Source: an optimization exercise on an open RTL-to-GDS flow (aim: small area, a short achievable clock period and few clock cycles per item). Production flows keep margins and buffers that such runs may drop.
In this exercise RTL edits were held to simulation tests only and were not proved equivalent to the original.

==> flow/design.v, too long to show whole: its modules and the start of the top module <==
// module gnhc_fifo: 33 lines
// module gnhc_front: 186 lines
// module gnhc_sq31: 1634 lines
// module gnhc_back: 157 lines
// module gc_normalize_hmm_copy_state_core: 83 lines
// module gnhc_top: 33 lines
module gnhc_top (
    input  wire logic        i_clk,
    input  wire logic        i_rst_n,
    input  wire logic        i_in_valid,
    output logic             o_in_ready,
    input  wire logic [15:0] i_gc_fraction,
    input  wire logic [23:0] i_read_depth,
    input  wire logic        i_first_bin,
    output logic             o_out_valid,
    input  wire logic        i_out_ready,
    output logic [16:0]      o_log2_ratio,
    output logic [2:0]       o_copy_state,
    input  wire logic        i_cfg_wr_en,
    input  wire logic [1:0]  i_cfg_index,
    input  wire logic [15:0] i_cfg_data
);
  // ...
==> flow/run.sh <==
#!/bin/bash
# synth_recipe.tcl (not shown) runs the flow's synth.tcl, then flattens the netlist and writes it again
# the make line also repeats each setting of config.mk as NAME=value (left out here)
make -C /OpenROAD-flow-scripts/flow DESIGN_CONFIG=/design/flow/config.mk WORK_HOME=/design/flow/orfs CLKGATE_MAP_FILE= SYNTH_SCRIPT=/design/flow/synth_recipe.tcl finish
==> flow/config.mk <==
export PLATFORM = sky130hd
export DESIGN_NAME = gnhc_top
export DESIGN_NICKNAME = gnhc_top
export VERILOG_FILES = /design/flow/design.v
export SDC_FILE = /design/flow/constraint.sdc
export NUM_CORES = 4
export LEC_CHECK = 0
export CAP_MARGIN = 20
export CORE_MARGIN = 2
export CORE_UTILIZATION = 40
export SLEW_MARGIN = 20
==> flow/constraint.sdc <==
create_clock -name core_clock -period 20.0 [get_ports {i_clk}]
set_input_delay 4.0000 -clock core_clock [delete_from_list [all_inputs] [get_ports {i_clk}]]
set_output_delay 4.0000 -clock core_clock [all_outputs]
set_load 0.01 [all_outputs]
==> flow_summary.toml, run 1 <==
[sta]
period_share_pct = 88.5
relSlewSlack_pct = 15.7
fmax_mhz = 56.5
hold_viol = 0

[synth]
synth_ff_type = "dfxtp_1"
synthesis.nets = 41933
netlist.area_leader.share_pct = 25.5
netlist_area_um2 = 312000

[final_layout]
final-nonclk-buf-share_pct = 1.72
largest_register_ffs = 560
n_all_inverters = 4997
layout.cells.most_common_list = "inv_1 (4975), fa_1 (3962), ha_1 (3081), nand2_1 (2988), and2_1 (2634)"
seq_cells = 2389

[grt]
grtUsageMet1_pct = 35.7
antenna_found_initial = 89
grt-busiest-layer = "met2"

[routing]
firstDrtPassIters = 6
met1Wirelength_um = 456000

[die]
num_io_pins = 86

[worst_setup_path]
ff2ff_setup_slack_ns = 2.30
critPathArrivalTime_ns = 18.37

[cts]
hold_buffers = 0

[worst_hold_path]
hold_path.class = "reg -> reg"

[outcome]
outcome = "finished clean"
Testbench counts, summed over its fixed seeds: cycles 4,984, items 4,800.
==> module gnhc_front, before the edit <==
module gnhc_front #(
    parameter int DPS = 6                     
) (
    input  wire logic               i_clk,
    input  wire logic               i_rst_n,
    input  wire logic               i_acc,    
    input  wire logic [15:0]        i_gc,
    input  wire logic [23:0]        i_depth,
    input  wire logic               i_first,
    output logic                    o_valid,
    output logic signed [16:0]      o_obs,
    output logic                    o_first
);
    localparam int NSTEP = 32;
    localparam int NDS   = (NSTEP + DPS - 1) / DPS;
    localparam int NLS   = gnhc_pkg::LOG_SQ;
    logic        r0_v, r0_first;
    logic [15:0] r0_g;
    logic [23:0] r0_d;
    always_ff @(posedge i_clk) begin
        if (!i_rst_n) r0_v <= 1'b0;
        else          r0_v <= i_acc;
        if (i_acc) begin
            r0_g     <= i_gc;
            r0_d     <= i_depth;
            r0_first <= i_first;
        end
    end
    logic [31:0] a_gsq;
    logic [15:0] a_t;
    logic [4:0]  a_q;
    logic [28:0] a_d25;
    always_comb begin
        a_gsq = 32'(r0_g) * 32'(r0_g);
        a_t   = 16'(17'(r0_g) - 17'(a_gsq[31:17]));
        a_q   = '0;
        for (int i = 0; i < 24; i++) if (r0_d[i]) a_q = 5'(i);
        a_d25 = 29'(r0_d) * 29'd25;
    end
    logic        r1_v, r1_first, r1_dz;
    logic [15:0] r1_t;
    logic [4:0]  r1_q;
    logic [28:0] r1_d25;
    always_ff @(posedge i_clk) begin
        if (!i_rst_n) r1_v <= 1'b0;
        else          r1_v <= r0_v;
        r1_first <= r0_first;
        r1_dz    <= (r0_d == '0);
        r1_t     <= a_t;
        r1_q     <= a_q;
        r1_d25   <= a_d25;
    end
    logic [21:0] b_e;
    logic [32:0] b_le;
    logic [62:0] b_num;
    logic [93:0] b_ext;
    logic [53:0] b_win;
    logic [5:0]  b_p;
    always_comb begin
        b_e   = {6'b110010, r1_t};
        b_le  = 33'(b_e) * 33'd1678;
        b_num = {r1_d25, 1'b0, b_le};
        b_p   = 6'(r1_q) + 6'd17;
        b_ext = {b_num, 31'd0};
        b_win = 54'(b_ext >> b_p);
    end
    logic [NDS:0]       dv_v;
    logic [NDS:0]       dv_first;
    logic [NDS:0]       dv_dz;
    logic [NDS:0][15:0] dv_t;
    logic [NDS:0][5:0]  dv_p;
    logic [NDS:0][21:0] dv_r;
    logic [NDS:0][31:0] dv_qn;
    always_ff @(posedge i_clk) begin
        if (!i_rst_n) dv_v[0] <= 1'b0;
        else          dv_v[0] <= r1_v;
        dv_first[0] <= r1_first;
        dv_dz[0]    <= r1_dz;
        dv_t[0]     <= r1_t;
        dv_p[0]     <= b_p;
        dv_r[0]     <= b_win[53:32];
        dv_qn[0]    <= b_win[31:0];
    end
    for (genvar s = 0; s < NDS; s++) begin : g_div
        logic [21:0] r_n;
        logic [31:0] qn_n;
        always_comb begin
            logic [21:0] e;
            logic [22:0] trial;
            logic [23:0] diff;
            logic        ge;
            e    = {6'b110010, dv_t[s]};
            r_n  = dv_r[s];
            qn_n = dv_qn[s];
            for (int j = 0; j < DPS; j++) begin
                if (s * DPS + j < NSTEP) begin
                    trial = {r_n, qn_n[31]};
                    diff  = {1'b0, trial} - {2'b00, e};
                    ge    = !diff[23] && (dv_p[s] >= 6'(s * DPS + j));
                    r_n   = ge ? diff[21:0] : trial[21:0];
                    qn_n  = {qn_n[30:0], ge};
                end
            end
        end
        always_ff @(posedge i_clk) begin
            if (!i_rst_n) dv_v[s+1] <= 1'b0;
            else          dv_v[s+1] <= dv_v[s];
            dv_first[s+1] <= dv_first[s];
            dv_dz[s+1]    <= dv_dz[s];
            dv_t[s+1]     <= dv_t[s];
            dv_p[s+1]     <= dv_p[s];
            dv_r[s+1]     <= r_n;
            dv_qn[s+1]    <= qn_n;
        end
    end
    logic [30:0] n_m0;
    logic [5:0]  n_p;
    always_comb begin
        if (dv_dz[NDS]) begin
            n_m0 = 31'd1678 << 20;
            n_p  = 6'd10;
        end else if (dv_qn[NDS][31]) begin
            n_m0 = dv_qn[NDS][31:1];
            n_p  = dv_p[NDS];
        end else begin
            n_m0 = dv_qn[NDS][30:0];
            n_p  = dv_p[NDS] - 6'd1;
        end
    end
    logic [NLS:1]           lg_v;
    logic [NLS:1]           lg_first;
    logic [NLS:1][5:0]      lg_p;
    logic [NLS:1][30:0]     lg_m;
    logic [NLS:1][NLS-1:0]  lg_f;
    for (genvar s = 0; s < NLS; s++) begin : g_log
        logic           v_i, first_i;
        logic [5:0]     p_i;
        logic [30:0]    m_i;
        logic [NLS-1:0] f_i;
        logic [31:0]    msq;
        if (s == 0) begin : g_in0
            assign v_i = dv_v[NDS];
            assign first_i = dv_first[NDS];
            assign p_i = n_p;
            assign m_i = n_m0;
            assign f_i = '0;
        end else begin : g_in
            assign v_i = lg_v[s];
            assign first_i = lg_first[s];
            assign p_i = lg_p[s];
            assign m_i = lg_m[s];
            assign f_i = lg_f[s];
        end
        gnhc_sq31 u_sq (
            .a (m_i),
            .o (msq)
        );
        always_ff @(posedge i_clk) begin
            if (!i_rst_n) lg_v[s+1] <= 1'b0;
            else          lg_v[s+1] <= v_i;
            lg_first[s+1] <= first_i;
            lg_p[s+1]     <= p_i;
            lg_m[s+1]     <= msq[31] ? msq[31:1] : msq[30:0];
            lg_f[s+1]     <= {f_i[NLS-2:0], msq[31]};
        end
    end
    logic [gnhc_pkg::LOG_NT:1] t_ge;
    logic [4:0]         t_rank;
    logic [11:0]        t_h;      
    logic signed [16:0] t_obs;
    always_comb begin
        for (int i = 1; i <= gnhc_pkg::LOG_NT; i++) t_ge[i] = lg_m[NLS] >= gnhc_pkg::log_thr(i);
        t_rank = '0;
        for (int l = 4; l >= 0; l--) begin
            if (t_ge[t_rank + 5'(1 << l)]) t_rank = t_rank + 5'(1 << l);
        end
        t_h   = {1'b0, lg_f[NLS], t_rank[4:1]} + 12'(t_rank[0]);
        t_obs = 17'($signed({1'b0, lg_p[NLS], 11'd0}) - 18'sd49152 + $signed({6'd0, t_h}) - 18'sd13607);
    end
    always_ff @(posedge i_clk) begin
        if (!i_rst_n) o_valid <= 1'b0;
        else          o_valid <= lg_v[NLS];
        o_first <= lg_first[NLS];
        o_obs   <= t_obs;
    end
endmodule
==> module gnhc_back, before the edit <==
module gnhc_back (
    input  wire logic               i_clk,
    input  wire logic               i_rst_n,
    input  wire logic [15:0]        i_pen,
    input  wire logic [15:0]        i_scale,
    input  wire logic               i_scale_wr,    
    input  wire logic               i_valid,
    input  wire logic signed [16:0] i_obs,
    input  wire logic               i_first,
    output logic                    o_valid,
    output logic signed [16:0]      o_obs,
    output logic [2:0]              o_state
);
    localparam int NS = 6;
    localparam int CW = gnhc_pkg::COST_W;
    localparam logic [45:0] B0_RST = 46'(gnhc_pkg::EMISSION_SCALE_RST) * 46'd856206121;
    localparam logic [36:0] B3_RST = 37'(gnhc_pkg::EMISSION_SCALE_RST) * 37'd1435204;
    localparam logic [38:0] B5_RST = 39'(gnhc_pkg::EMISSION_SCALE_RST) * 39'd7327849;
    logic [1:0]  r_cal;          
    logic [45:0] r_b0;
    logic [36:0] r_b3;
    logic [38:0] r_b5;
    always_ff @(posedge i_clk) begin
        if (!i_rst_n)        r_cal <= 2'd0;
        else if (i_scale_wr) r_cal <= 2'd1;
        else if (r_cal != 0) r_cal <= r_cal + 2'd1;
    end
    logic signed [16:0] e0_obs;
    logic [15:0]        e0_abs;
    always_comb begin
        unique case (r_cal)
            2'd1:    e0_obs = -17'sd29261;
            2'd2:    e0_obs = 17'sd1198;
            2'd3:    e0_obs = 17'sd2707;
            default: e0_obs = i_obs;
        endcase
        e0_abs = e0_obs[16] ? 16'(-e0_obs) : e0_obs[15:0];
    end
    logic               e1_v, e1_first;
    logic [1:0]         e1_cal;
    logic signed [16:0] e1_obs;
    logic [15:0]        e1_abs;
    logic [31:0]        e1_ya;
    always_ff @(posedge i_clk) begin
        if (!i_rst_n) begin
            e1_v   <= 1'b0;
            e1_cal <= 2'd0;
        end else begin
            e1_v   <= i_valid;
            e1_cal <= r_cal;
        end
        e1_first <= i_first;
        e1_obs   <= e0_obs;
        e1_abs   <= e0_abs;
        e1_ya    <= 32'(i_scale) * 32'(e0_abs);
    end
    logic [47:0]        e1_z;
    assign e1_z = 48'(e1_ya) * 48'(e1_abs);
    logic               e2_v, e2_first;
    logic signed [16:0] e2_obs;
    logic [47:0]        e2_z;
    logic signed [32:0] e2_y;
    always_ff @(posedge i_clk) begin
        if (!i_rst_n) e2_v <= 1'b0;
        else          e2_v <= e1_v;
        e2_first <= e1_first;
        e2_obs   <= e1_obs;
        e2_z     <= e1_z;
        e2_y     <= e1_obs[16] ? -$signed({1'b0, e1_ya}) : $signed({1'b0, e1_ya});
    end
    always_ff @(posedge i_clk) begin
        if (!i_rst_n) begin
            r_b0 <= B0_RST;
            r_b3 <= B3_RST;
            r_b5 <= B5_RST;
        end else begin
            if (e1_cal == 2'd1) r_b0 <= 46'(e1_z);
            if (e1_cal == 2'd2) r_b3 <= 37'(e1_z);
            if (e1_cal == 2'd3) r_b5 <= 39'(e1_z);
        end
    end
    logic signed [49:0] y, z;
    logic signed [49:0] t [0:NS-1];
    localparam logic signed [49:0] RND = 50'sd2097152;
    always_comb begin
        y = 50'(e2_y);
        z = $signed({2'b00, e2_z});
        t[0] = z + (y <<< 1) - (y <<< 3) + (y <<< 5) + (y <<< 7) + (y <<< 10) - (y <<< 13)
                 + (y <<< 16) + $signed({4'd0, r_b0}) + RND;
        t[1] = z + (y <<< 12) + $signed({12'd0, i_scale, 22'd0}) + RND;
        t[2] = z + RND;
        t[3] = z + (y <<< 2) + (y <<< 5) + (y <<< 7) - (y <<< 9) - (y <<< 11)
                 + $signed({13'd0, r_b3}) + RND;
        t[4] = z - (y <<< 12) + $signed({12'd0, i_scale, 22'd0}) + RND;
        t[5] = z + (y <<< 1) - (y <<< 3) - (y <<< 5) - (y <<< 8) - (y <<< 10) - (y <<< 12)
                 + $signed({11'd0, r_b5}) + RND;
    end
    logic [NS-1:0][26:0] e3_em;
    logic                e3_v, e3_first;
    logic signed [16:0]  e3_obs;
    always_ff @(posedge i_clk) begin
        if (!i_rst_n) e3_v <= 1'b0;
        else          e3_v <= e2_v;
        e3_first <= e2_first;
        e3_obs   <= e2_obs;
        for (int k = 0; k < NS; k++) e3_em[k] <= t[k][48:22];
    end
    logic [NS-1:0][CW-1:0] r_c;       
    logic [CW-1:0]         r_min;     
    logic [NS-1:0][CW-1:0] c_in;
    logic [CW-1:0]         min_in, minp;
    logic [NS-1:0][CW-1:0] c_new;
    logic [NS-1:0][NS-1:0] lt;        
    logic [NS-1:0]         win;
    logic [2:0]            best;
    logic [CW-1:0]         best_c;
    assign min_in = e3_first ? '0 : r_min;
    assign minp   = min_in + CW'(i_pen);
    for (genvar k = 0; k < NS; k++) begin : g_acs
        logic [CW-1:0] dk, a;
        assign c_in[k]  = e3_first ? ((k == 2) ? '0 : CW'(8192)) : r_c[k];
        assign dk       = c_in[k] - minp;
        assign a        = dk[CW-1] ? c_in[k] : minp;      
        assign c_new[k] = a + CW'(e3_em[k]);
    end
    for (genvar i = 0; i < NS; i++) begin : g_lt
        assign lt[i][i] = 1'b0;
        for (genvar j = i + 1; j < NS; j++) begin : g_pair
            logic [CW-1:0] dd;
            assign dd       = c_new[i] - c_new[j];
            assign lt[i][j] = dd[CW-1];
            assign lt[j][i] = ~dd[CW-1] & (dd != '0);
        end
    end
    assign win[0] = lt[0][2] & ~lt[1][0] & ~lt[3][0] & ~lt[4][0] & ~lt[5][0];
    assign win[1] = lt[1][2] & lt[1][0] & ~lt[3][1] & ~lt[4][1] & ~lt[5][1];
    assign win[2] = ~lt[0][2] & ~lt[1][2] & ~lt[3][2] & ~lt[4][2] & ~lt[5][2];
    assign win[3] = lt[3][2] & lt[3][0] & lt[3][1] & ~lt[4][3] & ~lt[5][3];
    assign win[4] = lt[4][2] & lt[4][0] & lt[4][1] & lt[4][3] & ~lt[5][4];
    assign win[5] = lt[5][2] & lt[5][0] & lt[5][1] & lt[5][3] & lt[5][4];
    assign best = {win[4] | win[5], win[2] | win[3], win[1] | win[3] | win[5]};
    assign best_c = ({CW{win[0]}} & c_new[0]) | ({CW{win[1]}} & c_new[1])
                  | ({CW{win[2]}} & c_new[2]) | ({CW{win[3]}} & c_new[3])
                  | ({CW{win[4]}} & c_new[4]) | ({CW{win[5]}} & c_new[5]);
    always_ff @(posedge i_clk) begin
        if (!i_rst_n) begin
            for (int k = 0; k < NS; k++) r_c[k] <= (k == 2) ? '0 : CW'(8192);
            r_min <= '0;
        end else if (e3_v) begin
            r_c   <= c_new;
            r_min <= best_c;
        end
    end
    assign o_valid = e3_v;
    assign o_obs   = e3_obs;
    assign o_state = best;
endmodule
==> module gc_normalize_hmm_copy_state_core, before the edit <==
module gc_normalize_hmm_copy_state_core #(
    parameter int DPS   = 4,
    parameter int DEPTH = 28
) (
    input  wire logic        i_clk,
    input  wire logic        i_rst_n,
    input  wire logic        i_in_valid,
    output logic             o_in_ready,
    input  wire logic [15:0] i_gc_fraction,
    input  wire logic [23:0] i_read_depth,
    input  wire logic        i_first_bin,
    output logic             o_out_valid,
    input  wire logic        i_out_ready,
    output logic [16:0]      o_log2_ratio,
    output logic [2:0]       o_copy_state,
    input  wire logic        i_cfg_wr_en,
    input  wire logic [1:0]  i_cfg_index,
    input  wire logic [15:0] i_cfg_data
);
    localparam int CNT_W = $clog2(DEPTH + 1);
    logic [15:0]      r_pen, r_scale;
    logic [CNT_W-1:0] r_owed;
    logic             acc, take;
    logic               f_valid, f_first;
    logic signed [16:0] f_obs;
    logic               b_valid;
    logic signed [16:0] b_obs;
    logic [2:0]         b_state;
    always_ff @(posedge i_clk) begin
        if (!i_rst_n) begin
            r_pen   <= gnhc_pkg::SWITCH_PENALTY_RST;
            r_scale <= gnhc_pkg::EMISSION_SCALE_RST;
        end else if (i_cfg_wr_en) begin
            if (i_cfg_index == gnhc_pkg::CFG_SWITCH_PENALTY) r_pen   <= i_cfg_data;
            if (i_cfg_index == gnhc_pkg::CFG_EMISSION_SCALE) r_scale <= i_cfg_data;
        end
    end
    assign o_in_ready = (r_owed < CNT_W'(DEPTH));
    assign acc  = i_in_valid && o_in_ready;
    assign take = o_out_valid && i_out_ready;
    always_ff @(posedge i_clk) begin
        if (!i_rst_n) r_owed <= '0;
        else          r_owed <= r_owed + CNT_W'(acc) - CNT_W'(take);
    end
    gnhc_front #(
        .DPS (DPS)
    ) u_front (
        .i_clk   (i_clk),
        .i_rst_n (i_rst_n),
        .i_acc   (acc),
        .i_gc    (i_gc_fraction),
        .i_depth (i_read_depth),
        .i_first (i_first_bin),
        .o_valid (f_valid),
        .o_obs   (f_obs),
        .o_first (f_first)
    );
    gnhc_back u_back (
        .i_clk   (i_clk),
        .i_rst_n (i_rst_n),
        .i_pen   (r_pen),
        .i_scale (r_scale),
        .i_scale_wr (i_cfg_wr_en && (i_cfg_index == gnhc_pkg::CFG_EMISSION_SCALE)),
        .i_valid (f_valid),
        .i_obs   (f_obs),
        .i_first (f_first),
        .o_valid (b_valid),
        .o_obs   (b_obs),
        .o_state (b_state)
    );
    gnhc_fifo #(
        .DEPTH (DEPTH),
        .W     (20)
    ) u_fifo (
        .i_clk   (i_clk),
        .i_rst_n (i_rst_n),
        .i_push  (b_valid),
        .i_word  ({b_obs, b_state}),
        .i_pop   (take),
        .o_valid (o_out_valid),
        .o_word  ({o_log2_ratio, o_copy_state})
    );
endmodule
==> run 2, diff against run 1 <==
--- a/flow/design.v
+++ b/flow/design.v
@@ -8,5 +8,5 @@
     localparam logic [CFG_W-1:0] SWITCH_PENALTY_RST = 16'd16384;
     localparam logic [CFG_W-1:0] EMISSION_SCALE_RST = 16'd16384;
-    localparam int COST_W = 30;
+    localparam int COST_W = 28;
     localparam int LOG_SQ = 7;
     localparam int LOG_NT = 31;
@@ -110,4 +110,5 @@
     output logic                    o_valid,
     output logic signed [16:0]      o_obs,
+    output logic [15:0]             o_abs,    
     output logic                    o_first
 );
@@ -165,11 +166,11 @@
         b_win = 54'(b_ext >> b_p);
     end
-    logic [NDS:0]       dv_v;
-    logic [NDS:0]       dv_first;
-    logic [NDS:0]       dv_dz;
-    logic [NDS:0][15:0] dv_t;
-    logic [NDS:0][5:0]  dv_p;
-    logic [NDS:0][21:0] dv_r;
-    logic [NDS:0][31:0] dv_qn;
+    logic [NDS-1:0]       dv_v;
+    logic [NDS-1:0]       dv_first;
+    logic [NDS-1:0]       dv_dz;
+    logic [NDS-1:0][15:0] dv_t;
+    logic [NDS-1:0][5:0]  dv_p;
+    logic [NDS-1:0][21:0] dv_r;
+    logic [NDS-1:0][31:0] dv_qn;
     always_ff @(posedge i_clk) begin
         if (!i_rst_n) dv_v[0] <= 1'b0;
@@ -182,4 +183,7 @@
         dv_qn[0]    <= b_win[31:0];
     end
+    logic [30:0] n_m0, r_m0;
+    logic [5:0]  n_p, r_p0;
+    logic        n_v, n_first;
     for (genvar s = 0; s < NDS; s++) begin : g_div
         logic [21:0] r_n;
@@ -197,5 +201,5 @@
                     trial = {r_n, qn_n[31]};
                     diff  = {1'b0, trial} - {2'b00, e};
-                    ge    = !diff[23] && (dv_p[s] >= 6'(s * DPS + j));
+                    ge    = !diff[23];
                     r_n   = ge ? diff[21:0] : trial[21:0];
                     qn_n  = {qn_n[30:0], ge};
@@ -203,27 +207,37 @@
             end
         end
-        always_ff @(posedge i_clk) begin
-            if (!i_rst_n) dv_v[s+1] <= 1'b0;
-            else          dv_v[s+1] <= dv_v[s];
-            dv_first[s+1] <= dv_first[s];
-            dv_dz[s+1]    <= dv_dz[s];
-            dv_t[s+1]     <= dv_t[s];
-            dv_p[s+1]     <= dv_p[s];
-            dv_r[s+1]     <= r_n;
-            dv_qn[s+1]    <= qn_n;
-        end
-    end
-    logic [30:0] n_m0;
-    logic [5:0]  n_p;
-    always_comb begin
-        if (dv_dz[NDS]) begin
-            n_m0 = 31'd1678 << 20;
-            n_p  = 6'd10;
-        end else if (dv_qn[NDS][31]) begin
-            n_m0 = dv_qn[NDS][31:1];
-            n_p  = dv_p[NDS];
-        end else begin
-            n_m0 = dv_qn[NDS][30:0];
-            n_p  = dv_p[NDS] - 6'd1;
+        if (s < NDS - 1) begin : g_mid
+            always_ff @(posedge i_clk) begin
+                if (!i_rst_n) dv_v[s+1] <= 1'b0;
+                else          dv_v[s+1] <= dv_v[s];
+                dv_first[s+1] <= dv_first[s];
+                dv_dz[s+1]    <= dv_dz[s];
+                dv_t[s+1]     <= dv_t[s];
+                dv_p[s+1]     <= dv_p[s];
+                dv_r[s+1]     <= r_n;
+                dv_qn[s+1]    <= qn_n;
+            end
+        end else begin : g_last
+            logic [31:0] q;
+            always_comb begin
+                for (int i = 0; i < NSTEP; i++) q[31-i] = qn_n[31-i] & (dv_p[s] >= 6'(i));
+                if (dv_dz[s]) begin
+                    n_m0 = 31'd1678 << 20;
+                    n_p  = 6'd10;
+                end else if (q[31]) begin
+                    n_m0 = q[31:1];
+                    n_p  = dv_p[s];
+                end else begin
+                    n_m0 = q[30:0];
+                    n_p  = dv_p[s] - 6'd1;
+                end
+            end
+            always_ff @(posedge i_clk) begin
+                if (!i_rst_n) n_v <= 1'b0;
+                else          n_v <= dv_v[s];
+                n_first <= dv_first[s];
+                r_m0    <= n_m0;
+                r_p0    <= n_p;
+            end
         end
     end
@@ -240,8 +254,8 @@
         logic [31:0]    msq;
         if (s == 0) begin : g_in0
-            assign v_i = dv_v[NDS];
-            assign first_i = dv_first[NDS];
-            assign p_i = n_p;
-            assign m_i = n_m0;
+            assign v_i = n_v;
+            assign first_i = n_first;
+            assign p_i = r_p0;
+            assign m_i = r_m0;
             assign f_i = '0;
         end else begin : g_in
@@ -283,4 +297,5 @@
         o_first <= lg_first[NLS];
         o_obs   <= t_obs;
+        o_abs   <= t_obs[16] ? 16'(-t_obs) : t_obs[15:0];
     end
 endmodule
@@ -1931,4 +1946,5 @@
     input  wire logic               i_valid,
     input  wire logic signed [16:0] i_obs,
+    input  wire logic [15:0]        i_abs,         
     input  wire logic               i_first,
     output logic                    o_valid,
@@ -1954,10 +1970,9 @@
     always_comb begin
         unique case (r_cal)
-            2'd1:    e0_obs = -17'sd29261;
-            2'd2:    e0_obs = 17'sd1198;
-            2'd3:    e0_obs = 17'sd2707;
-            default: e0_obs = i_obs;
+            2'd1:    begin e0_obs = -17'sd29261; e0_abs = 16'd29261; end
+            2'd2:    begin e0_obs = 17'sd1198;   e0_abs = 16'd1198;  end
+            2'd3:    begin e0_obs = 17'sd2707;   e0_abs = 16'd2707;  end
+            default: begin e0_obs = i_obs;       e0_abs = i_abs;     end
         endcase
-        e0_abs = e0_obs[16] ? 16'(-e0_obs) : e0_obs[15:0];
     end
     logic               e1_v, e1_first;
@@ -2020,5 +2035,5 @@
                  + $signed({11'd0, r_b5}) + RND;
     end
-    logic [NS-1:0][26:0] e3_em;
+    logic [NS-1:0][26:0] e3_em;       
     logic                e3_v, e3_first;
     logic signed [16:0]  e3_obs;
@@ -2032,19 +2047,19 @@
     logic [NS-1:0][CW-1:0] r_c;       
     logic [CW-1:0]         r_min;     
-    logic [NS-1:0][CW-1:0] c_in;
-    logic [CW-1:0]         min_in, minp;
-    logic [NS-1:0][CW-1:0] c_new;
+    logic [CW-1:0]         r_minp;    
+    logic [NS-1:0][CW-1:0] c_in, c_new, cp_new;
+    logic [CW-1:0]         minp_in;
     logic [NS-1:0][NS-1:0] lt;        
     logic [NS-1:0]         win;
     logic [2:0]            best;
-    logic [CW-1:0]         best_c;
-    assign min_in = e3_first ? '0 : r_min;
-    assign minp   = min_in + CW'(i_pen);
+    logic [CW-1:0]         best_c, best_cp;
+    assign minp_in = e3_first ? CW'(i_pen) : r_minp;
     for (genvar k = 0; k < NS; k++) begin : g_acs
-        logic [CW-1:0] dk, a;
-        assign c_in[k]  = e3_first ? ((k == 2) ? '0 : CW'(8192)) : r_c[k];
-        assign dk       = c_in[k] - minp;
-        assign a        = dk[CW-1] ? c_in[k] : minp;      
-        assign c_new[k] = a + CW'(e3_em[k]);
+        logic [CW-1:0] dk;
+        assign c_in[k]   = e3_first ? ((k == 2) ? '0 : CW'(8192)) : r_c[k];
+        assign dk        = c_in[k] - minp_in;
+        assign c_new[k]  = dk[CW-1] ? c_in[k] + CW'(e3_em[k]) : minp_in + CW'(e3_em[k]);
+        assign cp_new[k] = dk[CW-1] ? c_in[k] + CW'(e3_em[k]) + CW'(i_pen)
+                                    : minp_in + CW'(e3_em[k]) + CW'(i_pen);
     end
     for (genvar i = 0; i < NS; i++) begin : g_lt
@@ -2064,24 +2079,38 @@
     assign win[5] = lt[5][2] & lt[5][0] & lt[5][1] & lt[5][3] & lt[5][4];
     assign best = {win[4] | win[5], win[2] | win[3], win[1] | win[3] | win[5]};
-    assign best_c = ({CW{win[0]}} & c_new[0]) | ({CW{win[1]}} & c_new[1])
-                  | ({CW{win[2]}} & c_new[2]) | ({CW{win[3]}} & c_new[3])
-                  | ({CW{win[4]}} & c_new[4]) | ({CW{win[5]}} & c_new[5]);
+    always_comb begin
+        best_c  = '0;
+        best_cp = '0;
+        for (int k = 0; k < NS; k++) begin
+            best_c  = best_c  | ({CW{win[k]}} & c_new[k]);
+            best_cp = best_cp | ({CW{win[k]}} & cp_new[k]);
+        end
+    end
     always_ff @(posedge i_clk) begin
         if (!i_rst_n) begin
             for (int k = 0; k < NS; k++) r_c[k] <= (k == 2) ? '0 : CW'(8192);
-            r_min <= '0;
-        end else if (e3_v) begin
-            r_c   <= c_new;
-            r_min <= best_c;
+            r_min  <= '0;
+            r_minp <= CW'(gnhc_pkg::SWITCH_PENALTY_RST);
+            o_valid <= 1'b0;
+        end else begin
+            o_valid <= e3_v;
+            if (e3_v) begin
+                r_c    <= c_new;
+                r_min  <= best_c;
+                r_minp <= best_cp;
+            end else begin
+                r_minp <= r_min + CW'(i_pen);
+            end
         end
     end
-    assign o_valid = e3_v;
-    assign o_obs   = e3_obs;
-    assign o_state = best;
+    always_ff @(posedge i_clk) begin
+        o_obs   <= e3_obs;
+        o_state <= best;
+    end
 endmodule
 `default_nettype wire
 `default_nettype none
 module gc_normalize_hmm_copy_state_core #(
-    parameter int DPS   = 4,
+    parameter int DPS   = 3,
     parameter int DEPTH = 28
 ) (
@@ -2107,4 +2136,5 @@
     logic               f_valid, f_first;
     logic signed [16:0] f_obs;
+    logic [15:0]        f_abs;
     logic               b_valid;
     logic signed [16:0] b_obs;
@@ -2137,4 +2167,5 @@
         .o_valid (f_valid),
         .o_obs   (f_obs),
+        .o_abs   (f_abs),
         .o_first (f_first)
     );
@@ -2147,4 +2178,5 @@
         .i_valid (f_valid),
         .i_obs   (f_obs),
+        .i_abs   (f_abs),
         .i_first (f_first),
         .o_valid (b_valid),
==> run 2 against run 1 <==
Worst setup slack improved by 2.0 ns. Non-clock buffer count is 19 lower. Clock-buffer cell count increased by 16. Still clean on timing, DRC and antenna. Largest cell class unchanged. Fmax up 13%. Sequential share of layout area is 1.3 points higher. Critical path type unchanged. Sequential cell count up 285. Synthesized cell count up 1.3%. Global-route usage is 0.56 points lower. Wire length barely moved.
==> flow_summary.toml, run 2 <==
[synth]
netlist_area_um2 = 319000
netlist.area_leader.share_pct = 24.9
synth_warnings = 5
yosys-top-cells-area = "fa_1 (25%), dfxtp_1 (13%), ha_1 (12%)"
synth_area_leader_cell = "fa_1"
synth-async-reset-ratio_pct = 0
synth_ff_type = "dfxtp_1"
synthesis.nets = 42448
synth_most_common_cell = "inv_1"
yosys.cell_types.count = 118
synth_edf_count = 601
synth-seq-cells = 2674
yosysSeqAreaShare_pct = 18.7
synth_commonest_cells = "inv_1 (5056), fa_1 (3969), ha_1 (3139)"
syn_area_per_cell_um2 = 9.03
synthCells = 35276

[sta]
hold_viol = 0
period_share_pct = 78.4
worstMarginPinSlew_ns = 1.19
relSlewSlack_pct = 20.5
fin_ws_ns = 4.31
finalSetupTns_ns = 0
rsz0062_at_grt = "false"
setup_viol = 0
skew_ns = 0.101
drv_slew = 0
min_period_ns = 15.69
fmax_mhz = 63.7

[worst_setup_path]
cpMostUsedCell = "buf_4"
start_kind = "flip-flop"
critPathArrivalTime_ns = 16.59
critPathSlowestCell = "and2_1"
path_class = "reg -> reg"
ff2ff_setup_slack_ns = 4.31
r2r_cells = 43
cp.required_ns = 20.90
timing.rr.start = "u_core.u_back.e3_first"
crit_path_max_fanout = 54
critical-path-max-stage-delay_ns = 0.92
reg2reg_to = "u_core.u_back.r_min[13]"
crit_path_end_kind = "flip-flop"

[grt]
grt_max_degree = 91
antenna_found_initial = 74
grt_pass1_wl_um = 1540000
grt_pass1_vias = 255443
grt_overflow = 0
gr-usage-all-layers_pct = 24.7

[die]
fp-row-count = 327
die_y_um = 896
die_area_um2 = 803000
coreArea_um2 = 793000
die_x_um = 896
num_io_pins = 86
start_util_pct = 40.1

[final_layout]
final_nets = 42074
fillCellCount = 76840
area_delta_synth_final_pct = 7.92
max_flop_register = "u_core.u_fifo.r_mem"
reg_top3 = "u_core.u_fifo.r_mem: 560 flops, u_core.u_front.dv_qn: 352 flops, u_core.u_front.dv_r: 242 flops"
largest_register_ffs = 560
layout.cells.most_common_list = "inv_1 (5051), fa_1 (3965), ha_1 (3138), nand2_1 (3088), and2_1 (2983)"
final_common_cell = "inv_1"
drive_above_1_share_pct = 5.45

[routing]
drtIter0Drc = 19243
drc_errors = 0
vias_per_cell = 5.48
wl_um = 1010000
route.vias.total = 250679
wl_per_cell_um = 22.0
firstDrtPassIters = 8
ant_nets = 0

[cts]
cts_max_level = 5
post_cts_buffers = 0
cts_buffers = 327
path_clk_slew_ns = 0.06
clock-root-buffer = "clkbuf_16"
hold_buffers = 0
clk_latency_ns = 1.04
cts.repair.resized = 0
cts_tree = "yes"
cts.path.max_buffers = 4
cts_num_sinks = 2674

[place]
place_ws_ns = 4.74
io_buffers = 85
hpwlAfterDp_um = 758000
place_congestion = 0.984

[worst_hold_path]
hp-start = "u_core.u_front.dv_qn[97]"
hold_depth = 0
hold_path.class = "reg -> reg"
hold_path_end = "u_core.u_front.dv_qn[132]"

[outcome]
outcome = "finished clean"

[flow_run]
max-cap-violations = 0
run 2: cell types whose count changed after synthesis, sizes merged, moves of 109 or more:
cell	delta
and2	+344
o21ai	+217
dfxtp	+285
mux2i	-109
nor2	-382
run 2: how the worst max path moves through the flow:
stage                               endpoint  slack, ns                   start  depth (start not counted)
floorplan           u_core.u_back.r_minp[18]       8.73  u_core.u_back.e3_first                         49
global placement      u_core.u_back.r_min[1]       4.45  u_core.u_back.e3_first                         48
detailed placement  u_core.u_back.r_minp[21]       4.74  u_core.u_back.e3_first                         49
CTS                 u_core.u_back.r_minp[24]       4.68  u_core.u_back.e3_first                         49
global route        u_core.u_back.r_minp[24]       4.09  u_core.u_back.e3_first                         49
finish               u_core.u_back.r_min[13]       4.31  u_core.u_back.e3_first                         43
run 2: cell families (layout without fill, tap and decap cells):
| family | Yosys count | after routing | share of synthesized area (%) |
|---|---|---|---|
| multiplexers | 699 | 699 | 2.97 |
| buffers and inverters | 6500 | 6383 | 7.70 |
| other | 0 | 29 | 0 |
| flip-flops | 2674 | 2674 | 18.7 |
| adder cells (fa/ha/maj) | 7111 | 7111 | 37.3 |
| AND/OR/NAND/NOR | 10474 | 10474 | 16.5 |
| AO/OA/AOI/OAI | 6363 | 6363 | 12.8 |
| XOR/XNOR | 1455 | 1455 | 4.04 |
run 2: critical path, delay by kind of cell, from the launching register on:
family / cells / cell delay (ns)
buffers and inverters: 7 / 3.09
adders and majority gates: 3 / 1.27
xor gates and xnor gates: 2 / 1.05
AOI/OAI and AO/OA: 21 / 6.48
DFF: 1 / 0.81
and+or+nand+nor: 10 / 2.69
run 2: layout make-up:
type / count / area, um2 / area share [%]
antenna: 29 / 72.6 / 0.0211
clock buffer: 405 / 8980 / 2.61
clock inverter: 181 / 2330 / 0.677
inverter: 5079 / 19100 / 5.55
multi-input combinational: 26102 / 235000 / 68.3
sequential: 2674 / 59600 / 17.3
tap: 10528 / 13200 / 3.83
timing repair buffer: 718 / 5640 / 1.64
run 2: metrics by stage:
stage | area, um2 | utilization, % | hold slack, ns | cells
floorplan | 319000 | - | 0.310 | 35276
global placement | 332000 | 41.9 | 0.310 | 45098
detailed placement | 332000 | 41.9 | 0.312 | 45099
CTS | 344000 | 43.3 | 0.218 | 45685
global route | 344000 | 43.3 | 0.228 | 45702
finish | 344000 | 43.3 | 0.249 | 45716
run 2: metal layers:
layer	share of wire [%]	GRT usage (%)
met3	7.2	3.65
met5	0.022	0
met2	45	39.6
met1	44	34.0
met4	4.0	8.48
Testbench counts of run 2, summed over its fixed seeds: cycles 5,016, items 4,800.
==> run 3, diff against run 2 <==
--- a/flow/design.v
+++ b/flow/design.v
@@ -9,40 +9,136 @@
     localparam logic [CFG_W-1:0] EMISSION_SCALE_RST = 16'd16384;
     localparam int COST_W = 28;
-    localparam int LOG_SQ = 7;
-    localparam int LOG_NT = 31;
+    localparam int LOG_SQ = 5;
+    localparam int LOG_NT = 127;
     function automatic logic [30:0] log_thr(input int i);
         logic [30:0] v;
         case (i)
-            1: v = 31'd1079389461;
-            2: v = 31'd1121280437;
-            3: v = 31'd1127178115;
-            4: v = 31'd1170923763;
-            5: v = 31'd1177082554;
-            6: v = 31'd1222764987;
-            7: v = 31'd1229196451;
-            8: v = 31'd1276901417;
-            9: v = 31'd1283617627;
-            10: v = 31'd1333434673;
-            11: v = 31'd1340448235;
-            12: v = 31'd1392470870;
-            13: v = 31'd1399794948;
-            14: v = 31'd1454120822;
-            15: v = 31'd1461769165;
-            16: v = 31'd1518500250;
-            17: v = 31'd1526487215;
-            18: v = 31'd1585730001;
-            19: v = 31'd1594070578;
-            20: v = 31'd1655936265;
-            21: v = 31'd1664646112;
-            22: v = 31'd1729250828;
-            23: v = 31'd1738346291;
-            24: v = 31'd1805811302;
-            25: v = 31'd1815309457;
-            26: v = 31'd1885761399;
-            27: v = 31'd1895680073;
-            28: v = 31'd1969251189;
-            29: v = 31'd1979609000;
-            30: v = 31'd2056437388;
-            31: v = 31'd2067253778;
+            1: v = 31'd1075150958;
+            2: v = 31'd1085434107;
+            3: v = 31'd1086858584;
+            4: v = 31'd1097253709;
+            5: v = 31'd1098693698;
+            6: v = 31'd1109202019;
+            7: v = 31'd1110657688;
+            8: v = 31'd1121280437;
+            9: v = 31'd1122751957;
+            10: v = 31'd1133490380;
+            11: v = 31'd1134977924;
+            12: v = 31'd1145833281;
+            13: v = 31'd1147337024;
+            14: v = 31'd1158310587;
+            15: v = 31'd1159830705;
+            16: v = 31'd1170923763;
+            17: v = 31'd1172460433;
+            18: v = 31'd1183674287;
+            19: v = 31'd1185227690;
+            20: v = 31'd1196563654;
+            21: v = 31'd1198133974;
+            22: v = 31'd1209593379;
+            23: v = 31'd1211180797;
+            24: v = 31'd1222764987;
+            25: v = 31'd1224369691;
+            26: v = 31'd1236080024;
+            27: v = 31'd1237702203;
+            28: v = 31'd1249540053;
+            29: v = 31'd1251179896;
+            30: v = 31'd1263146653;
+            31: v = 31'd1264804352;
+            32: v = 31'd1276901417;
+            33: v = 31'd1278577168;
+            34: v = 31'd1290805963;
+            35: v = 31'd1292499961;
+            36: v = 31'd1304861918;
+            37: v = 31'd1306574363;
+            38: v = 31'd1319070932;
+            39: v = 31'd1320802025;
+            40: v = 31'd1333434673;
+            41: v = 31'd1335184616;
+            42: v = 31'd1347954825;
+            43: v = 31'd1349723823;
+            44: v = 31'd1362633091;
+            45: v = 31'd1364421352;
+            46: v = 31'd1377471192;
+            47: v = 31'd1379278926;
+            48: v = 31'd1392470870;
+            49: v = 31'd1394298289;
+            50: v = 31'd1407633883;
+            51: v = 31'd1409481202;
+            52: v = 31'd1422962011;
+            53: v = 31'd1424829446;
+            54: v = 31'd1438457052;
+            55: v = 31'd1440344821;
+            56: v = 31'd1454120822;
+            57: v = 31'd1456029148;
+            58: v = 31'd1469955160;
+            59: v = 31'd1471884266;
+            60: v = 31'd1485961922;
+            61: v = 31'd1487912035;
+            62: v = 31'd1502142986;
+            63: v = 31'd1504114334;
+            64: v = 31'd1518500250;
+            65: v = 31'd1520493066;
+            66: v = 31'd1535035635;
+            67: v = 31'd1537050149;
+            68: v = 31'd1551751077;
+            69: v = 31'd1553787529;
+            70: v = 31'd1568648538;
+            71: v = 31'd1570707166;
+            72: v = 31'd1585730001;
+            73: v = 31'd1587811045;
+            74: v = 31'd1602997468;
+            75: v = 31'd1605101173;
+            76: v = 31'd1620452966;
+            77: v = 31'd1622579579;
+            78: v = 31'd1638098542;
+            79: v = 31'd1640248312;
+            80: v = 31'd1655936265;
+            81: v = 31'd1658109445;
+            82: v = 31'd1673968230;
+            83: v = 31'd1676165074;
+            84: v = 31'd1692196548;
+            85: v = 31'd1694417315;
+            86: v = 31'd1710623361;
+            87: v = 31'd1712868309;
+            88: v = 31'd1729250828;
+            89: v = 31'd1731520222;
+            90: v = 31'd1748081134;
+            91: v = 31'd1750375241;
+            92: v = 31'd1767116490;
+            93: v = 31'd1769435578;
+            94: v = 31'd1786359127;
+            95: v = 31'd1788703468;
+            96: v = 31'd1805811302;
+            97: v = 31'd1808181172;
+            98: v = 31'd1825475299;
+            99: v = 31'd1827870974;
+            100: v = 31'd1845353421;
+            101: v = 31'd1847775184;
+            102: v = 31'd1865448002;
+            103: v = 31'd1867896136;
+            104: v = 31'd1885761399;
+            105: v = 31'd1888236191;
+            106: v = 31'd1906295994;
+            107: v = 31'd1908797736;
+            108: v = 31'd1927054197;
+            109: v = 31'd1929583180;
+            110: v = 31'd1948038441;
+            111: v = 31'd1950594963;
+            112: v = 31'd1969251189;
+            113: v = 31'd1971835550;
+            114: v = 31'd1990694929;
+            115: v = 31'd1993307431;
+            116: v = 31'd2012372175;
+            117: v = 31'd2015013126;
+            118: v = 31'd2034285471;
+            119: v = 31'd2036955180;
+            120: v = 31'd2056437388;
+            121: v = 31'd2059136168;
+            122: v = 31'd2078830523;
+            123: v = 31'd2081558691;
+            124: v = 31'd2101467503;
+            125: v = 31'd2104225379;
+            126: v = 31'd2124350984;
+            127: v = 31'd2127138891;
             default: v = '1;
         endcase
@@ -280,5 +376,6 @@
     end
     logic [gnhc_pkg::LOG_NT:1] t_ge;
-    logic [4:0]         t_rank;
+    localparam int RW = 12 - NLS;    
+    logic [RW-1:0]      t_rank;
     logic [11:0]        t_h;      
     logic signed [16:0] t_obs;
@@ -286,8 +383,8 @@
         for (int i = 1; i <= gnhc_pkg::LOG_NT; i++) t_ge[i] = lg_m[NLS] >= gnhc_pkg::log_thr(i);
         t_rank = '0;
-        for (int l = 4; l >= 0; l--) begin
-            if (t_ge[t_rank + 5'(1 << l)]) t_rank = t_rank + 5'(1 << l);
+        for (int l = RW - 1; l >= 0; l--) begin
+            if (t_ge[t_rank + RW'(1 << l)]) t_rank = t_rank + RW'(1 << l);
         end
-        t_h   = {1'b0, lg_f[NLS], t_rank[4:1]} + 12'(t_rank[0]);
+        t_h   = {1'b0, lg_f[NLS], t_rank[RW-1:1]} + 12'(t_rank[0]);
         t_obs = 17'($signed({1'b0, lg_p[NLS], 11'd0}) - 18'sd49152 + $signed({6'd0, t_h}) - 18'sd13607);
     end
@@ -1995,9 +2092,21 @@
     end
     logic [47:0]        e1_z;
-    assign e1_z = 48'(e1_ya) * 48'(e1_abs);
-    logic               e2_v, e2_first;
+    logic [47:0]        e1_w0;    
+    logic [43:0]        e1_w3;    
+    logic [44:0]        e1_w5;    
+    always_comb begin
+        logic [47:0] ya;
+        ya    = 48'(e1_ya);
+        e1_z  = ya * 48'(e1_abs);
+        e1_w0 = (ya << 1) - (ya << 3) + (ya << 5) + (ya << 7) + (ya << 10) - (ya << 13) + (ya << 16);
+        e1_w3 = 44'(- (ya << 2) - (ya << 5) - (ya << 7) + (ya << 9) + (ya << 11));
+        e1_w5 = 45'(- (ya << 1) + (ya << 3) + (ya << 5) + (ya << 8) + (ya << 10) + (ya << 12));
+    end
+    logic               e2_v, e2_first, e2_neg;
     logic signed [16:0] e2_obs;
-    logic [47:0]        e2_z;
-    logic signed [32:0] e2_y;
+    logic [47:0]        e2_z, e2_w0;
+    logic [43:0]        e2_w3;
+    logic [44:0]        e2_w5;
+    logic [31:0]        e2_ya;
     always_ff @(posedge i_clk) begin
         if (!i_rst_n) e2_v <= 1'b0;
@@ -2005,6 +2114,10 @@
         e2_first <= e1_first;
         e2_obs   <= e1_obs;
+        e2_neg   <= e1_obs[16];
         e2_z     <= e1_z;
-        e2_y     <= e1_obs[16] ? -$signed({1'b0, e1_ya}) : $signed({1'b0, e1_ya});
+        e2_ya    <= e1_ya;
+        e2_w0    <= e1_w0;
+        e2_w3    <= e1_w3;
+        e2_w5    <= e1_w5;
     end
     always_ff @(posedge i_clk) begin
@@ -2019,19 +2132,25 @@
         end
     end
-    logic signed [49:0] y, z;
-    logic signed [49:0] t [0:NS-1];
-    localparam logic signed [49:0] RND = 50'sd2097152;
+    logic [49:0] t [0:NS-1];
+    logic [49:0] z, pw0, pw3, pw5, pw1, nw1, c0, c3, c5, c1, c4;
+    localparam logic [49:0] RND = 50'd2097152;
     always_comb begin
-        y = 50'(e2_y);
-        z = $signed({2'b00, e2_z});
-        t[0] = z + (y <<< 1) - (y <<< 3) + (y <<< 5) + (y <<< 7) + (y <<< 10) - (y <<< 13)
-                 + (y <<< 16) + $signed({4'd0, r_b0}) + RND;
-        t[1] = z + (y <<< 12) + $signed({12'd0, i_scale, 22'd0}) + RND;
+        z   = 50'(e2_z);
+        pw0 = 50'(e2_w0) ^ {50{e2_neg}};
+        pw3 = 50'(e2_w3) ^ {50{~e2_neg}};
+        pw5 = 50'(e2_w5) ^ {50{~e2_neg}};
+        pw1 = {6'd0, e2_ya, 12'd0} ^ {50{e2_neg}};
+        nw1 = {6'd0, e2_ya, 12'd0} ^ {50{~e2_neg}};
+        c0  = 50'(e2_neg);
+        c1  = 50'(e2_neg);
+        c3  = 50'(~e2_neg);
+        c4  = 50'(~e2_neg);
+        c5  = 50'(~e2_neg);
+        t[0] = z + pw0 + c0 + 50'(r_b0) + RND;
+        t[1] = z + pw1 + c1 + {12'd0, i_scale, 22'd0} + RND;
         t[2] = z + RND;
-        t[3] = z + (y <<< 2) + (y <<< 5) + (y <<< 7) - (y <<< 9) - (y <<< 11)
-                 + $signed({13'd0, r_b3}) + RND;
-        t[4] = z - (y <<< 12) + $signed({12'd0, i_scale, 22'd0}) + RND;
-        t[5] = z + (y <<< 1) - (y <<< 3) - (y <<< 5) - (y <<< 8) - (y <<< 10) - (y <<< 12)
-                 + $signed({11'd0, r_b5}) + RND;
+        t[3] = z + pw3 + c3 + 50'(r_b3) + RND;
+        t[4] = z + nw1 + c4 + {12'd0, i_scale, 22'd0} + RND;
+        t[5] = z + pw5 + c5 + 50'(r_b5) + RND;
     end
     logic [NS-1:0][26:0] e3_em;       
@@ -2048,34 +2167,38 @@
     logic [CW-1:0]         r_min;     
     logic [CW-1:0]         r_minp;    
-    logic [NS-1:0][CW-1:0] c_in, c_new, cp_new;
-    logic [CW-1:0]         minp_in;
-    logic [NS-1:0][NS-1:0] lt;        
+    logic [NS-1:0][CW-1:0] c_new, cp_new;
+    logic [NS-1:0][NS-1:0] kl;        
     logic [NS-1:0]         win;
     logic [2:0]            best;
     logic [CW-1:0]         best_c, best_cp;
-    assign minp_in = e3_first ? CW'(i_pen) : r_minp;
     for (genvar k = 0; k < NS; k++) begin : g_acs
-        logic [CW-1:0] dk;
-        assign c_in[k]   = e3_first ? ((k == 2) ? '0 : CW'(8192)) : r_c[k];
-        assign dk        = c_in[k] - minp_in;
-        assign c_new[k]  = dk[CW-1] ? c_in[k] + CW'(e3_em[k]) : minp_in + CW'(e3_em[k]);
-        assign cp_new[k] = dk[CW-1] ? c_in[k] + CW'(e3_em[k]) + CW'(i_pen)
-                                    : minp_in + CW'(e3_em[k]) + CW'(i_pen);
+        logic [CW-1:0] dk, x, y, xp, yp;
+        assign dk = r_c[k] - r_minp;
+        assign x  = r_c[k] + CW'(e3_em[k]);
+        assign y  = r_min + CW'(i_pen) + CW'(e3_em[k]);
+        assign xp = r_c[k] + CW'(e3_em[k]) + CW'(i_pen);
+        assign yp = r_minp + CW'(i_pen) + CW'(e3_em[k]);
+        assign c_new[k]  = dk[CW-1] ? x : y;            
+        assign cp_new[k] = dk[CW-1] ? xp : yp;
     end
-    for (genvar i = 0; i < NS; i++) begin : g_lt
-        assign lt[i][i] = 1'b0;
+    function automatic int rank_of(input int k);
+        rank_of = (k == 2) ? 0 : (k < 2) ? k + 1 : k;
+    endfunction
+    for (genvar i = 0; i < NS; i++) begin : g_kl
+        assign kl[i][i] = 1'b1;
         for (genvar j = i + 1; j < NS; j++) begin : g_pair
             logic [CW-1:0] dd;
-            assign dd       = c_new[i] - c_new[j];
-            assign lt[i][j] = dd[CW-1];
-            assign lt[j][i] = ~dd[CW-1] & (dd != '0);
+            if (rank_of(i) < rank_of(j)) begin : g_le
+                assign dd = c_new[i] + ~c_new[j];           
+            end else begin : g_lt
+                assign dd = c_new[i] - c_new[j];            
+            end
+            assign kl[i][j] = dd[CW-1];
+            assign kl[j][i] = ~dd[CW-1];
         end
     end
-    assign win[0] = lt[0][2] & ~lt[1][0] & ~lt[3][0] & ~lt[4][0] & ~lt[5][0];
-    assign win[1] = lt[1][2] & lt[1][0] & ~lt[3][1] & ~lt[4][1] & ~lt[5][1];
-    assign win[2] = ~lt[0][2] & ~lt[1][2] & ~lt[3][2] & ~lt[4][2] & ~lt[5][2];
-    assign win[3] = lt[3][2] & lt[3][0] & lt[3][1] & ~lt[4][3] & ~lt[5][3];
-    assign win[4] = lt[4][2] & lt[4][0] & lt[4][1] & lt[4][3] & ~lt[5][4];
-    assign win[5] = lt[5][2] & lt[5][0] & lt[5][1] & lt[5][3] & lt[5][4];
+    for (genvar k = 0; k < NS; k++) begin : g_win
+        assign win[k] = &kl[k];
+    end
     assign best = {win[4] | win[5], win[2] | win[3], win[1] | win[3] | win[5]};
     always_comb begin
@@ -2088,21 +2211,19 @@
     end
     always_ff @(posedge i_clk) begin
-        if (!i_rst_n) begin
+        if (!i_rst_n || (e2_v && e2_first)) begin
             for (int k = 0; k < NS; k++) r_c[k] <= (k == 2) ? '0 : CW'(8192);
             r_min  <= '0;
-            r_minp <= CW'(gnhc_pkg::SWITCH_PENALTY_RST);
-            o_valid <= 1'b0;
+            r_minp <= i_rst_n ? CW'(i_pen) : CW'(gnhc_pkg::SWITCH_PENALTY_RST);
+        end else if (e3_v) begin
+            r_c    <= c_new;
+            r_min  <= best_c;
+            r_minp <= best_cp;
         end else begin
-            o_valid <= e3_v;
-            if (e3_v) begin
-                r_c    <= c_new;
-                r_min  <= best_c;
-                r_minp <= best_cp;
-            end else begin
-                r_minp <= r_min + CW'(i_pen);
-            end
+            r_minp <= r_min + CW'(i_pen);
         end
     end
     always_ff @(posedge i_clk) begin
+        if (!i_rst_n) o_valid <= 1'b0;
+        else          o_valid <= e3_v;
         o_obs   <= e3_obs;
         o_state <= best;
@@ -2112,6 +2233,6 @@
 `default_nettype none
 module gc_normalize_hmm_copy_state_core #(
-    parameter int DPS   = 3,
-    parameter int DEPTH = 28
+    parameter int DPS   = 2,
+    parameter int DEPTH = 31
 ) (
     input  wire logic        i_clk,
==> run 3 against run 2 <==
Highest routed layer unchanged. Sequential share of layout area increased by 3.2 points. Wire length increased by 12%. Sequential cell count increased by 491. Register-to-register slack improved by 1.9 ns. Critical endpoint is now u_core.u_front.o_abs[4]. Via count decreased by 0.40%.
==> flow_summary.toml, run 3 <==
[synth]
synth_warnings = 5
syn_area_per_cell_um2 = 9.05
synth_ff_type = "dfxtp_1"
synthCells = 34587
synthesis.nets = 41289
synth_area_leader_cell = "fa_1"
synth_edf_count = 661
synth_commonest_cells = "inv_1 (4876), ha_1 (3483), fa_1 (3155)"
netlist_area_um2 = 313000
synth-async-reset-ratio_pct = 0
synth_most_common_cell = "inv_1"
yosysSeqAreaShare_pct = 22.4
netlist.area_leader.share_pct = 20.2
yosys-top-cells-area = "fa_1 (20%), dfxtp_1 (16%), ha_1 (14%)"
synth-seq-cells = 3165
yosys.cell_types.count = 124

[final_layout]
reg_top3 = "u_core.u_fifo.r_mem: 620 flops, u_core.u_front.dv_qn: 512 flops, u_core.u_front.dv_r: 352 flops"
fillCellCount = 75513
drive_above_1_share_pct = 6.16
final_nets = 41135
final_common_cell = "inv_1"
largest_register_ffs = 620
stdcell_count = 45212
max_flop_register = "u_core.u_fifo.r_mem"
layout.cells.most_common_list = "inv_1 (4874), ha_1 (3482), fa_1 (3155), nand2_1 (2824), dfxtp_1 (2433)"
area_delta_synth_final_pct = 9.00

[worst_setup_path]
start_kind = "flip-flop"
critPathArrivalTime_ns = 14.67
crit_path_end_kind = "flip-flop"
crit_path_max_fanout = 35
cp.required_ns = 20.90
path_class = "reg -> reg"
critical-path-max-stage-delay_ns = 1.05
critPathSlowestCell = "nor4_1"
timing.rr.start = "u_core.u_front.lg_m[140]"
crit_start = "u_core.u_front.lg_m[140]"

[cts]
hold_buffers = 0
cts.repair.resized = 0
cts_buffers = 371
clock-root-buffer = "clkbuf_16"
path_clk_slew_ns = 0.06
cts_tree = "yes"
clk_latency_ns = 1.10
cts_max_level = 5
post_cts_buffers = 0
cts.path.max_buffers = 4
cts_num_sinks = 3165

[die]
die_x_um = 889
start_util_pct = 40.2
die_area_um2 = 789000
num_io_pins = 86
coreArea_um2 = 779000
fp-row-count = 324
die_y_um = 889

[sta]
relSlewSlack_pct = 7.11
skew_ns = 0.132
hold_viol = 0
holdWs_ns = 0.248
period_share_pct = 68.9
rsz0062_at_grt = "false"
finalSetupTns_ns = 0
fin_ws_ns = 6.23
fmax_mhz = 72.6
min_period_ns = 13.77
worstMarginPinSlew_ns = 1.38
drv_slew = 0
setup_viol = 0

[flow_run]
max-cap-violations = 0

[place]
hpwlAfterDp_um = 875000
place_ws_ns = 6.56
dp_cells = 44488
io_buffers = 85
place_congestion = 1.01

[routing]
met3WireLength_um = 81600
vias_per_cell = 5.52
wl_um = 1130000
met1Wirelength_um = 504000
route.vias.total = 249685
top_layer = "met5"
route.met2.wl_um = 499000
firstDrtPassIters = 8
drc_errors = 0
wl_per_cell_um = 24.9
drtIter0Drc = 20665
ant_nets = 0

[outcome]
outcome = "finished clean"

[grt]
grt_overflow = 0
grt_max_degree = 107
grt_pass1_vias = 252424
gr-usage-all-layers_pct = 27.9
antenna_found_initial = 94
grt_pass1_wl_um = 1660000

[worst_hold_path]
hp-start = "u_core.u_front.dv_qn[195]"
hold_path.class = "reg -> reg"
run 3: cell count changes in the layout (fill, tap and decap cells not counted), moves of 133 or more:
| cell | before | now |
|---|---|---|
| fa_1 | 3965 | 3155 |
| and2_1 | 2983 | 2184 |
| dfxtp_1 | 2018 | 2433 |
| ha_1 | 3138 | 3482 |
| nand2_1 | 3088 | 2824 |
| a21oi_1 | 1615 | 1838 |
| nor2_1 | 1829 | 2034 |
| xnor2_1 | 943 | 1133 |
| inv_1 | 5051 | 4874 |
| a211oi_1 | 221 | 389 |
| nor2b_1 | 450 | 317 |
run 3: stage by stage:
stage / util (%) / cell area (um2)
finish: 43.8 / 341000
global route: 43.8 / 341000
CTS: 43.8 / 341000
detailed placement: 42.1 / 328000
global placement: 42.1 / 328000
floorplan: - / 313000
run 3: worst paths after layout:
kind         cells past startpoint  slack [ns]                        end
max reg2reg                     41        6.23    u_core.u_front.o_abs[4]
min                              0        0.25  u_core.u_front.dv_qn[229]
min reg2reg                      0        0.25  u_core.u_front.dv_qn[229]
max                             41        6.23    u_core.u_front.o_abs[4]
run 3: final cells by class:
type | count | area [um2] | area share (%)
Sequential cell | 3165 | 70100 | 20.5
Tap cell | 10432 | 13100 | 3.83
Clock buffer | 493 | 10400 | 3.06
Antenna cell | 33 | 82.6 | 0.0242
Multi-Input combinational cell | 25188 | 220000 | 64.6
Clock inverter | 194 | 2340 | 0.686
Timing Repair Buffer | 811 | 6350 | 1.86
Inverter | 4896 | 18400 | 5.39
run 3: routing by layer:
| metal | vias to the layer above | GRT usage (%) |
|---|---|---|
| met5 | - | 0 |
| met2 | 8154 | 44.3 |
| met3 | 1620 | 4.51 |
| li1 | 114680 | - |
| met1 | 125195 | 39.0 |
| met4 | 36 | 9.00 |
run 3: kinds of logic after synthesis:
family                     synth area share (%)
and+or+nand+nor                            15.5
adders and majority gates                  34.1
AOI/OAI and AO/OA                          13.2
buffers and inverters                      7.50
DFF                                        22.4
xor gates and xnor gates                   4.68
muxes                                      2.74
run 3: critical path, delay by kind of cell (launching register included):
kind	cells	cell delay, ns
mux	1	0.41
fa+ha+maj	2	0.69
xor+xnor	3	0.93
buf+inv	6	1.85
compound gates	12	4.18
flops	1	0.29
simple gates	17	5.21
Testbench counts of run 3, summed over its fixed seeds: cycles 5,040, items 4,800.
==> run 4, diff against run 3 <==
--- a/flow/design.v
+++ b/flow/design.v
@@ -2093,4 +2093,5 @@
     logic [47:0]        e1_z;
     logic [47:0]        e1_w0;    
+    logic [39:0]        e1_v0;
     logic [43:0]        e1_w3;    
     logic [44:0]        e1_w5;    
@@ -2099,5 +2100,6 @@
         ya    = 48'(e1_ya);
         e1_z  = ya * 48'(e1_abs);
-        e1_w0 = (ya << 1) - (ya << 3) + (ya << 5) + (ya << 7) + (ya << 10) - (ya << 13) + (ya << 16);
+        e1_w0 = (ya << 16) - (ya << 13) + (ya << 10);
+        e1_v0 = 40'((ya << 7) + (ya << 5) - (ya << 3) + (ya << 1));
         e1_w3 = 44'(- (ya << 2) - (ya << 5) - (ya << 7) + (ya << 9) + (ya << 11));
         e1_w5 = 45'(- (ya << 1) + (ya << 3) + (ya << 5) + (ya << 8) + (ya << 10) + (ya << 12));
@@ -2106,4 +2108,5 @@
     logic signed [16:0] e2_obs;
     logic [47:0]        e2_z, e2_w0;
+    logic [39:0]        e2_v0;
     logic [43:0]        e2_w3;
     logic [44:0]        e2_w5;
@@ -2118,4 +2121,5 @@
         e2_ya    <= e1_ya;
         e2_w0    <= e1_w0;
+        e2_v0    <= e1_v0;
         e2_w3    <= e1_w3;
         e2_w5    <= e1_w5;
@@ -2133,19 +2137,20 @@
     end
     logic [49:0] t [0:NS-1];
-    logic [49:0] z, pw0, pw3, pw5, pw1, nw1, c0, c3, c5, c1, c4;
+    logic [49:0] z, pw0, pv0, pw3, pw5, pw1, nw1, c0, c3, c5, c1, c4;
     localparam logic [49:0] RND = 50'd2097152;
     always_comb begin
         z   = 50'(e2_z);
         pw0 = 50'(e2_w0) ^ {50{e2_neg}};
+        pv0 = 50'(e2_v0) ^ {50{e2_neg}};
         pw3 = 50'(e2_w3) ^ {50{~e2_neg}};
         pw5 = 50'(e2_w5) ^ {50{~e2_neg}};
         pw1 = {6'd0, e2_ya, 12'd0} ^ {50{e2_neg}};
         nw1 = {6'd0, e2_ya, 12'd0} ^ {50{~e2_neg}};
-        c0  = 50'(e2_neg);
+        c0  = {48'd0, e2_neg, 1'b0};
         c1  = 50'(e2_neg);
         c3  = 50'(~e2_neg);
         c4  = 50'(~e2_neg);
         c5  = 50'(~e2_neg);
-        t[0] = z + pw0 + c0 + 50'(r_b0) + RND;
+        t[0] = z + pw0 + pv0 + c0 + 50'(r_b0) + RND;
         t[1] = z + pw1 + c1 + {12'd0, i_scale, 22'd0} + RND;
         t[2] = z + RND;
--- a/flow/config.mk
+++ b/flow/config.mk
@@ -6,4 +6,5 @@
 export NUM_CORES = 4
 export LEC_CHECK = 0
+export ABC_AREA = 1
 export CAP_MARGIN = 20
 export CORE_MARGIN = 2
==> run 4 against run 3 <==
Core utilization down 0.12 points. Cell area increased by 0.97%. Cell count up 12%. Via count up 7.6%. Area after synthesis is 1.3% higher. Clock skew fell by 0.023 ns. Synthesized cell count is 16% higher. Clock-buffer cell count fell by 16. Critical path type unchanged. Critical endpoint is now u_core.u_back.r_min[0]. Largest cell class unchanged. Highest routed layer unchanged.
==> flow_summary.toml, run 4 <==
[outcome]
outcome = "finished clean"

[routing]
drtIter0Drc = 21901
firstDrtPassIters = 9
wl_per_cell_um = 23.6
drc_errors = 0
route.vias.total = 268764

[sta]
relSlewSlack_pct = 7.00
drv_slew = 0
rsz0062_at_grt = "false"
finalSetupTns_ns = 0
setup_viol = 0
holdWs_ns = 0.258
period_share_pct = 55.9
skew_ns = 0.110

[worst_setup_path]
r2r_cells = 38
critical-path-max-stage-delay_ns = 0.82
crit_path_max_fanout = 30
cpMostUsedCell = "a21oi_1"
path_class = "reg -> reg"
crit_path_end_kind = "flip-flop"
crit_end = "u_core.u_back.r_min[0]"
timing.rr.start = "u_core.r_pen[0]"
cp.required_ns = 20.99

[final_layout]
final-seq-area_um2 = 70600
area_delta_synth_final_pct = 8.67
largest_register_ffs = 620
max_flop_register = "u_core.u_fifo.r_mem"
final_nets = 46540
layout.cells.most_common_list = "nand2_1 (8055), inv_1 (8021), ha_1 (3402), fa_1 (3189), a21oi_1 (2869)"
fin_util_pct = 43.7
fin_area_um2 = 344000
final_common_cell = "nand2_1"
fillCellCount = 79023
multi_input_area_um2 = 211000

[die]
coreArea_um2 = 789000
die_area_um2 = 799000
die_x_um = 894
die_y_um = 894
start_util_pct = 40.2
fp-row-count = 326

[synth]
yosys.cell_types.count = 81
netlist_area_um2 = 317000
synth_edf_count = 661
synth-seq-cells = 3193
synth_most_common_cell = "nand2_1"
yosys-top-cells-area = "fa_1 (20%), dfxtp_1 (16%), ha_1 (13%)"
yosysSeqAreaShare_pct = 22.3
synth_ff_type = "dfxtp_1"

[grt]
gr-usage-all-layers_pct = 29.3
grt_pass1_wl_um = 1770000
antenna_found_initial = 89
grt_max_degree = 126
grt_overflow = 0

[cts]
cts_buffers = 376
cts_max_level = 5
cts.repair.resized = 0
clk_latency_ns = 1.10
cts_num_sinks = 3193
cts.path.max_buffers = 4
post_cts_buffers = 0
path_clk_slew_ns = 0.06

[place]
io_buffers = 85
place_congestion = 0.993
hpwlAfterDp_um = 946000

[flow_run]
max-cap-violations = 0
-- run 4: area by class of cell --
type                            count  share of cell area, %
Multi-Input combinational cell  27519                   61.4
Sequential cell                  3193                   20.5
Inverter                         8104                   8.84
Tap cell                        10496                   3.81
Clock buffer                      477                   3.01
Timing Repair Buffer              691                   1.59
Clock inverter                    209                  0.832
Antenna cell                       36                 0.0262
-- run 4: worst min path at each step --
stage               slack, ns                         to                      start  cells after the start
finish                   0.26    u_core.u_back.e3_obs[6]    u_core.u_back.e2_obs[6]                      0
global route             0.26    u_core.u_back.e3_obs[6]    u_core.u_back.e2_obs[6]                      0
CTS                      0.25    u_core.u_back.e3_obs[6]    u_core.u_back.e2_obs[6]                      0
detailed placement       0.31    u_core.u_back.e2_obs[8]    u_core.u_back.e1_obs[8]                      0
global placement         0.31  u_core.u_front.dv_qn[497]  u_core.u_front.dv_qn[463]                      0
floorplan                0.31     u_core.u_back.e1_first     u_core.u_front.o_first                      0
-- run 4: cell families (layout without fill, tap and decap cells) --
family	Yosys count	in the layout	share of synthesized area [%]
AND/OR/NAND/NOR	12081	12081	15.3
multiplexers	69	69	0.222
other	0	36	0
flip-flops	3193	3193	22.3
AO/OA/AOI/OAI	6775	6775	11.9
adder cells (fa/ha/maj)	6591	6591	33.6
buffers and inverters	9392	9481	11.2
XOR/XNOR	2003	2003	5.54
-- run 4: per-layer routing --
layer,vias up,global-route usage [%],wire [um]
met3,1653,4.53,85100
met4,36,9.87,47400
li1,126037,-,-
met2,8873,47.7,542000
met1,132165,39.9,522000
met5,-,0,237
-- run 4: critical path, delay by kind of cell, from the launching register on --
kind | cells | cell delay, ns
AOI/OAI and AO/OA | 16 | 4.38
and+or+nand+nor | 12 | 2.80
buffers and inverters | 4 | 1.16
adders and majority gates | 3 | 1.11
xor gates and xnor gates | 3 | 0.97
DFF | 1 | 0.68
-- run 4: stage by stage --
| stage | setup WS, ns |
|---|---|
| 4_1_cts | 8.80 |
| 5_1_grt | 8.33 |
| 3_5_place_dp | 8.85 |
| 3_3_place_gp | 8.83 |
| 6_report | 8.82 |
| 2_1_floorplan | 12.38 |
Testbench counts of run 4, summed over its fixed seeds: cycles 5,040, items 4,800.

==> afterwards: timing with drivers on the ports <==
The results above use ideal ports. As a check the final layouts listed here were re-extracted and re-timed, cells and wires unchanged. Step 1 sets driving cells, clkbuf_16 on the clock port and buf_2 on the other inputs (assumed; they add their load-dependent delay and slew). Step 2, shift: input delay + t, output delay - t, t = (earliest + latest rising clock arrival at the registers) / 2. This alone moves slack from input paths to output paths. a / b / c = ideal ports / drivers / drivers and shift; a / b = the first two.
run | t, ns | setup slack, ns | hold slack, ns
run 1 | 1.145 | 2.296 / 2.296 / 2.296 | 0.293 / 0.293 / 0.293
run 2 | 1.117 | 4.313 / 4.313 / 4.313 | 0.249 / 0.249 / 0.249
run 3 | 1.151 | 6.227 / 6.227 / 6.227 | 0.248 / 0.248 / 0.248
run 4 | 1.216 | 8.822 / 8.822 / 8.822 | 0.258 / 0.258 / 0.258
After both steps every run listed still meets setup and hold.
